What follows belongs to an exercise in optimizing a design on an open flow for small area, a short achievable clock period and few clock cycles per item; a production flow would make more cautious choices.
The RTL was checked by simulation tests, not by an equivalence proof against the original design.

==> flow/design.v (excerpt) <==
module array_list_engine #(
   parameter int DEPTH = ale_pkg::DEPTH_DEF
) (
   input  logic                            clock,
   input  logic                            reset,
   input  logic                            req_tvalid,
   output logic                            req_tready,
   input  logic [ale_pkg::REQ_TDATA_W-1:0] req_tdata,
   input  logic [ale_pkg::REQ_TUSER_W-1:0] req_tuser,
   output logic                            rsp_tvalid,
   input  logic                            rsp_tready,
   output logic [ale_pkg::RSP_TDATA_W-1:0] rsp_tdata,
   output logic [ale_pkg::RSP_TUSER_W-1:0] rsp_tuser,
   input  logic                            csr_tvalid,
   output logic                            csr_tready,
   input  logic [ale_pkg::CSR_TDATA_W-1:0] csr_tdata
);
clock: 6.0 ns
lec_check: 0
cap_margin: 20
core_margin: 2
core_utilization: 40
slew_margin: 20
run.sh (not shown) runs the stock make flow with config.mk's settings and CLKGATE_MAP_FILE= SYNTH_SCRIPT=/design/flow/synth_recipe.tcl, a recipe that flattens the netlist after the stock synthesis.
The starting point passed the timing, design-rule and antenna checks.
Testbench counts at the start, summed over its fixed seeds: cycles 444,371, requests 16,000.
Edit:
--- a/flow/design.v
+++ b/flow/design.v
@@ -143,12 +143,13 @@
    logic                    rd_vld_ff, rd_vld_in;
    logic [AW-1:0]           rd_addr_ff, rd_addr_in;
    logic [ELEM_W-1:0]       rd_data_ff;
    logic [ELEM_W-1:0]       prev_ff, prev_in;
    logic [AW-1:0]           wr_addr_ff, wr_addr_in;
    logic signed [SUM_W-1:0] acc_ff, acc_in, acc_sum;
+   logic signed [SUM_W-1:0] sum_ff, sum_in;
    logic [ELEM_W-1:0]       val_ff, val_in;
    ale_pkg::status_type              st_ff, st_in;
    logic                    rsp_vld_ff, rsp_vld_in;
    logic [RSP_TDATA_W-1:0]  rsp_data_ff, rsp_data_in;
    logic [RSP_TUSER_W-1:0]  rsp_user_ff, rsp_user_in;
    logic [ELEM_W-1:0]       mem_q [DEPTH];
@@ -229,27 +230,33 @@
             end
          end
          REQ_SET: begin
             if (i_c >= n_c) begin
                dsp_st = ST_BADIDX;
             end else begin
-               dsp_state = S_TAIL;
+               dsp_state = S_SCAN;
+               dsp_first = idx_a;
+               dsp_last  = idx_a;
             end
          end
-         REQ_MAX, REQ_MIN, REQ_AVERAGE: begin
+         REQ_MAX, REQ_MIN: begin
             if (n_c == '0) begin
                dsp_st = ST_BADIDX;
             end else begin
                dsp_state = S_SCAN;
             end
          end
-         REQ_SUM: begin
-            if (n_c != '0) begin
-               dsp_state = S_SCAN;
+         REQ_AVERAGE: begin
+            if (n_c == '0) begin
+               dsp_st = ST_BADIDX;
+            end else begin
+               dsp_state = S_DIV;
             end
          end
+         REQ_SUM: begin
+         end
          default: begin
          end
       endcase
    end
    assign rd_last = rd_addr_ff == last_ff;
    assign hit     = rd_data_ff == key_ff;
@@ -269,13 +276,13 @@
                      if (hit) begin
                         state_in = (rd_addr_ff != '0) ? S_TAIL : S_DONE;
                      end else if (rd_last) begin
                         state_in = S_DONE;
                      end
                   end
-                  REQ_INSERT: begin
+                  REQ_INSERT, REQ_SET: begin
                      if (rd_last) begin
                         state_in = S_TAIL;
                      end
                   end
                   REQ_AVERAGE: begin
                      if (rd_last) begin
@@ -326,12 +333,13 @@
       rsp_data_in = rsp_data_ff;
       rsp_user_in = rsp_user_ff;
       mem_we      = 1'b0;
       mem_wa      = rd_addr_ff;
       mem_wd      = rd_data_ff;
       div_start   = 1'b0;
+      sum_in      = sum_ff;
       rd_vld_in  = (state_ff == S_SCAN) && issue_ff;
       rd_addr_in = ptr_ff;
       if ((state_ff == S_SCAN) && issue_ff) begin
          if (ptr_ff == last_ff) begin
             issue_in = 1'b0;
          end else begin
@@ -354,24 +362,31 @@
                acc_in     = '0;
                ptr_in     = dsp_first;
                last_in    = dsp_last;
                down_in    = req_op == REQ_INSERT;
                issue_in   = dsp_state == S_SCAN;
                wr_addr_in = dsp_waddr;
+               if (req_op == REQ_SUM) begin
+                  val_in = sum_ff[ELEM_W-1:0];
+               end
+               if ((req_op == REQ_AVERAGE) && (dsp_state == S_DIV)) begin
+                  div_start = 1'b1;
+               end
             end
          end
          S_SCAN: begin
             if (rd_vld_ff) begin
                case (op_ff)
                   REQ_INSERT: begin
                      mem_we = 1'b1;
                      mem_wa = AW'(rd_addr_ff + 1'b1);
                   end
                   REQ_DELETE: begin
                      if (rd_addr_ff == wr_addr_ff) begin
                         val_in = rd_data_ff;
+                        sum_in = sum_ff - SUM_W'($signed(rd_data_ff));
                      end else begin
                         mem_we = 1'b1;
                         mem_wa = AW'(rd_addr_ff - 1'b1);
                      end
                      if (rd_last) begin
                         count_in = CW'(count_ff - 1'b1);
@@ -390,12 +405,15 @@
                         end
                      end
                   end
                   REQ_GET: begin
                      val_in = rd_data_ff;
                   end
+                  REQ_SET: begin
+                     sum_in = sum_ff + SUM_W'($signed(key_ff)) - SUM_W'($signed(rd_data_ff));
+                  end
                   REQ_MAX: begin
                      if ((rd_addr_ff == '0) || ($signed(rd_data_ff) > $signed(val_ff))) begin
                         val_in = rd_data_ff;
                      end
                   end
                   REQ_MIN: begin
@@ -423,12 +441,13 @@
          S_TAIL: begin
             mem_we = 1'b1;
             mem_wa = wr_addr_ff;
             mem_wd = key_ff;
             if ((op_ff == REQ_APPEND) || (op_ff == REQ_INSERT)) begin
                count_in = CW'(count_ff + 1'b1);
+               sum_in   = sum_ff + SUM_W'($signed(key_ff));
             end
          end
          S_DIV: begin
             if (div_done) begin
                val_in = div_quo;
             end
@@ -449,19 +468,21 @@
          state_ff   <= S_IDLE;
          count_ff   <= '0;
          cap_ff     <= CAP_RESET;
          issue_ff   <= 1'b0;
          rd_vld_ff  <= 1'b0;
          rsp_vld_ff <= 1'b0;
+         sum_ff     <= '0;
       end else begin
          state_ff   <= state_in;
          count_ff   <= count_in;
          cap_ff     <= cap_in;
          issue_ff   <= issue_in;
          rd_vld_ff  <= rd_vld_in;
          rsp_vld_ff <= rsp_vld_in;
+         sum_ff     <= sum_in;
       end
    end
    always_ff @(posedge clock) begin
       op_ff       <= op_in;
       key_ff      <= key_in;
       ptr_ff      <= ptr_in;
@@ -486,13 +507,13 @@
       .NUM_W (SUM_W),
       .DEN_W (CW)
    ) u_div (
       .clock (clock),
       .reset (reset),
       .start (div_start),
-      .num   (acc_sum),
+      .num   (sum_ff),
       .den   (count_ff),
       .done  (div_done),
       .quo   (div_quo)
    );
    assign req_tready = state_ff == S_IDLE;
    assign rsp_tvalid = rsp_vld_ff;
=> Cell area is higher by 5.0%; via count is higher by 12%; count of clock-buffer cells in the layout is higher by 22; hold slack got worse by 0.0050 ns; routed wire length is higher by 10%.
Testbench counts after the change, summed over its fixed seeds: cycles 378,275, requests 16,000.

## port drivers added, routing unchanged
The flow's constraints put no driver on any port. The routed layouts listed below were extracted and timed again, unchanged, in two steps. Step 1 sets driving cells, clkbuf_16 on the clock port and buf_2 on the other inputs (assumed; they add their load-dependent delay and slew). Step 2 also shifts input and output timing later by t, the mid clock arrival at the registers, as if the neighbouring blocks saw the same clock. Three values: ideal ports, drivers, drivers and shift; two values: the first two.
run	shift t [ns]	setup slack, ns	slew at the worst register clock pin (ns)
the first run	0.931	1.140 / 1.140 / 1.140	0.07 / 0.07
the second run	0.945	0.397 / 0.397 / 0.397	0.07 / 0.07
After both steps setup and hold are still met in every run listed.
